What follows belongs to an exercise in optimizing a design on an open flow for small area; a production flow would make more cautious choices.
The RTL was checked by simulation tests, not by an equivalence proof against the original design.
No driver is modelled on the clock port, so clocking that relies on it looks cheaper here than on a real chip.
No activity file was given, so power comes from the tool's default toggle rates.

## before
## load_current_regulator
module load_current_regulator
#(
  parameter int unsigned PWM_LIMIT = 4000
) (
  input  logic        clk_i,
  input  logic        rst_ni,
  input  logic        cfg_we_i,
  input  logic [2:0]  cfg_index_i,
  input  logic [13:0] cfg_data_i,
  input  logic        s_axis_tvalid_i,
  output logic        s_axis_tready_o,
  input  logic [39:0] s_axis_tdata_i,
  output logic        m_axis_tvalid_o,
  input  logic        m_axis_tready_i,
  output logic [47:0] m_axis_tdata_o
);
Size in the first run: about 730 cells after synthesis, roughly 110 I/O pins, about 0.0093 mm^2 of cells after synthesis.
Settings: LEC_CHECK=0, CAP_MARGIN=20, CORE_MARGIN=2, CORE_UTILIZATION=40, SLEW_MARGIN=20; clock period 15.0 ns.
standard.sh (not shown) runs the stock make flow with config.mk's settings and CLKGATE_MAP_FILE= SYNTH_SCRIPT=/design/flow/synth_recipe.tcl, a recipe that flattens the netlist after the stock synthesis.
==> flow/flow/run.sh <==
#!/bin/bash
# Layout: the standard flow (standard.sh, standard synthesis unchanged) with
# three changes: the port buffers are sky130_fd_sc_hd__buf_1 instead of the
# default clkdlybuf4s50_1; the clock tree is built from clkbuf_8 (root
# clkbuf_16) without dummy balancing loads; after CTS the clock buffers with a
# large fanout are upsized (flow/post_cts.tcl). Each tool's full log stays under
# orfs/logs; make's output goes to flow_make.log in this folder.
set -euo pipefail
bash standard.sh \
  BUFFER_PORTS_ARGS="-buffer_cell sky130_fd_sc_hd__buf_1" \
  CTS_ARGS="-sink_clustering_enable -repair_clock_nets -dont_use_dummy_load -root_buf sky130_fd_sc_hd__clkbuf_16 -buf_list {sky130_fd_sc_hd__clkbuf_8}" \
  POST_CTS_TCL="$PWD/flow/post_cts.tcl" \
  finish > flow_make.log 2>&1
==> flow/flow/post_cts.tcl <==
# After clock tree synthesis: upsize the clock buffers that drive many sinks
# (sky130_fd_sc_hd__clkbuf_8 -> clkbuf_16) so that every flip-flop clock pin
# keeps a low slew, then legalize the placement again.
set block [ord::get_db_block]
set changed 0
foreach inst [$block getInsts] {
  if {[[$inst getMaster] getName] ne "sky130_fd_sc_hd__clkbuf_8"} { continue }
  set fo 0
  foreach it [$inst getITerms] {
    if {[$it isOutputSignal]} {
      set net [$it getNet]
      if {$net ne "NULL"} { set fo [expr {[llength [$net getITerms]] - 1}] }
    }
  }
  if {$fo > 14} {
    replace_cell [$inst getName] sky130_fd_sc_hd__clkbuf_16
    incr changed
  }
}
puts "post_cts: upsized $changed clock buffers"
if {$changed > 0} {
  detailed_placement
  check_placement -verbose
  estimate_parasitics -placement
}
The inputs of after differ from those of before as listed below.
==> flow/flow/run.sh <==
#!/bin/bash
# Layout: the standard flow (standard.sh, standard synthesis unchanged) with
# two changes: the port buffers are sky130_fd_sc_hd__buf_1 instead of the
# default clkdlybuf4s50_1, and the clock tree is built from clkbuf_8 without
# dummy balancing loads. Each tool's full log stays under orfs/logs; make's
# output goes to flow_make.log in this folder.
set -euo pipefail
bash standard.sh \
  BUFFER_PORTS_ARGS="-buffer_cell sky130_fd_sc_hd__buf_1" \
  CTS_ARGS="-sink_clustering_enable -repair_clock_nets -dont_use_dummy_load -buf_list {sky130_fd_sc_hd__clkbuf_8}" \
  finish > flow_make.log 2>&1
removed: flow/flow/post_cts.tcl
Results
| combinational power | before vs after | ≈ equal |
Changes observed in after relative to before: count of clock-buffer cells in the layout flat; total via count after detailed routing went down by about 1%; relative area change from synthesis to final layout decreased by 0.61 points relative to the old numbers; share of final layout cell area taken by clock buffers and inverters has decreased; total iterations of the first detailed-routing run lower.
before has higher initial detailed-routing violation count than after.
On final critical-path setup slack: between before and after, it ends up higher for after.
Looking only at area of all placed cells without fillers, and setting everything else aside, the higher value of before and after goes to before.
Half-perimeter wire length after detailed placement came out exactly the same in before and after.

========
## run A
load_current_regulator, a different RTL version from the one above (not shown whole).
Size in the first run: ~700 cells after synthesis, roughly 0.0090 mm^2 of cells after synthesis.
export LEC_CHECK = 0
export CAP_MARGIN = 20
export CORE_MARGIN = 2
export CORE_UTILIZATION = 40
export SLEW_MARGIN = 20
create_clock -name core_clock -period 15.0 [get_ports {clk_i}]
==> flow/flow/run.sh <==
#!/bin/bash
# Layout: the standard flow (standard.sh, standard synthesis unchanged) with
# three changes: the port buffers are sky130_fd_sc_hd__buf_1 instead of the
# default clkdlybuf4s50_1; the clock tree is built from clkbuf_8 (root
# clkbuf_16) as a plain H-tree without sink clustering or dummy balancing loads; after CTS the clock buffers with a
# large fanout are upsized (flow/post_cts.tcl). Each tool's full log stays under
# orfs/logs; make's output goes to flow_make.log in this folder.
set -euo pipefail
bash standard.sh \
  BUFFER_PORTS_ARGS="-buffer_cell sky130_fd_sc_hd__buf_1" \
  CTS_ARGS="-repair_clock_nets -dont_use_dummy_load -root_buf sky130_fd_sc_hd__clkbuf_16 -buf_list {sky130_fd_sc_hd__clkbuf_8}" \
  POST_CTS_TCL="$PWD/flow/post_cts.tcl" \
  finish > flow_make.log 2>&1
==> flow/flow/post_cts.tcl <==
# After clock tree synthesis: upsize the clock buffers that drive many sinks
# (sky130_fd_sc_hd__clkbuf_8 -> clkbuf_16) so that every flip-flop clock pin
# keeps a low slew, then legalize the placement again.
set block [ord::get_db_block]
set changed 0
foreach inst [$block getInsts] {
  if {[[$inst getMaster] getName] ne "sky130_fd_sc_hd__clkbuf_8"} { continue }
  set fo 0
  foreach it [$inst getITerms] {
    if {[$it isOutputSignal]} {
      set net [$it getNet]
      if {$net ne "NULL"} { set fo [expr {[llength [$net getITerms]] - 1}] }
    }
  }
  if {$fo > 14} {
    replace_cell [$inst getName] sky130_fd_sc_hd__clkbuf_16
    incr changed
  }
}
puts "post_cts: upsized $changed clock buffers"
if {$changed > 0} {
  detailed_placement
  check_placement -verbose
  estimate_parasitics -placement
}
Per the final summary, run A finished and its layout is clean on timing, DRC and antenna.
#### Input delta (run B over run A)
--- a/flow/flow/post_cts.tcl
+++ b/flow/flow/post_cts.tcl
@@ -14,3 +14,3 @@
   }
-  if {$fo > 14} {
+  if {$fo > 17} {
     replace_cell [$inst getName] sky130_fd_sc_hd__clkbuf_16
Findings:
Diff run A -> run B: via count of the first global-routing pass did not really move, met1 track demand over resource did not really move, number of cells on the worst reg-to-reg path did not really move, total power went down. Final period demand of the worst path, run A and run B: larger value in run A. On wire length on met3, the lower figure sits with run B, not run A. Compared with run A, in run B total non-filler cell area in the finished layout shows a reduction of 0.34%, global-route usage shows no meaningful change, count of filler cells inserted in the layout shows no meaningful change. The detailed-route wire length per cell of run B and that of run A are within noise of each other.
What run C does differently from run B at the input level:
==> flow/flow/run.sh <==
#!/bin/bash
# Layout: the standard flow (standard.sh, standard synthesis unchanged) with
# three changes: the port buffers are sky130_fd_sc_hd__buf_1 instead of the
# default clkdlybuf4s50_1; the clock tree is built from clkbuf_8 as a
# plain H-tree without sink clustering or dummy balancing loads; after CTS the clock buffers with a
# large fanout are upsized (flow/post_cts.tcl). Each tool's full log stays under
# orfs/logs; make's output goes to flow_make.log in this folder.
set -euo pipefail
bash standard.sh \
  BUFFER_PORTS_ARGS="-buffer_cell sky130_fd_sc_hd__buf_1" \
  CTS_ARGS="-repair_clock_nets -dont_use_dummy_load -root_buf sky130_fd_sc_hd__clkbuf_8 -buf_list {sky130_fd_sc_hd__clkbuf_8}" \
  POST_CTS_TCL="$PWD/flow/post_cts.tcl" \
  finish > flow_make.log 2>&1
Findings:
First-iteration DRC count, run C vs run B: down by a few percent
There was hardly any difference in portion of the layout cell area used by clock cells between run C and run B.
In run C relative to run B, met2 wirelength from detailed routing had gone up slightly.
Relative to run B, logic depth of the worst register-to-register path has increased by about 9% in run C.
For adder and majority gate portion of the synthesized area, run C and run B come out practically identical.
Compared run C against run B; global-route usage within noise.
Run B and run C ended up with nearly the same via count of the first global-routing pass.
Compared run B against run C; period utilization within noise.
Between run C and run B, the count of clock buffers in the final design figures differ only marginally.
Compared with run B, clock power in run C decreased by a few percent.

-- afterwards: timing with drivers on the ports --
The flow's constraints put no driver on any port. The routed layouts listed below were extracted and timed again, unchanged, in two steps. Step 1: set_driving_cell puts a clkbuf_16 on clk_i and a buf_2 on each other input, an assumption about the parent block. Step 2 also shifts input and output timing later by t, the mid clock arrival at the registers, as if the neighbouring blocks saw the same clock. Slacks: no drivers / after step 1 / after step 2; pairs: no drivers / after step 1.
| run | t, ns | slack for setup (ns) | clock arrival spread, ns | worst register clock-pin slew, ns | pins driven straight from the clock port |
|---|---|---|---|---|---|
| before | 0.424 | 7.013 / 7.013 / 7.013 | 0.033 / 0.033 | 0.09 / 0.09 | 1 |
| after | 0.488 | 7.047 / 7.047 / 7.047 | 0.059 / 0.058 | 0.12 / 0.12 | 1 |
| run A | 0.443 | 7.672 / 7.672 / 7.672 | 0.025 / 0.026 | 0.09 / 0.09 | 1 |
| run B | 0.426 | 7.693 / 7.693 / 7.669 | 0.032 / 0.031 | 0.10 / 0.10 | 1 |
| run C | 0.508 | 7.703 / 7.703 / 7.699 | 0.031 / 0.031 | 0.10 / 0.10 | 1 |
After both steps every run listed still meets setup and hold. The setup slack of run B, which loses most, moves by 0.000 ns with the drivers and by -0.024 ns with both steps.
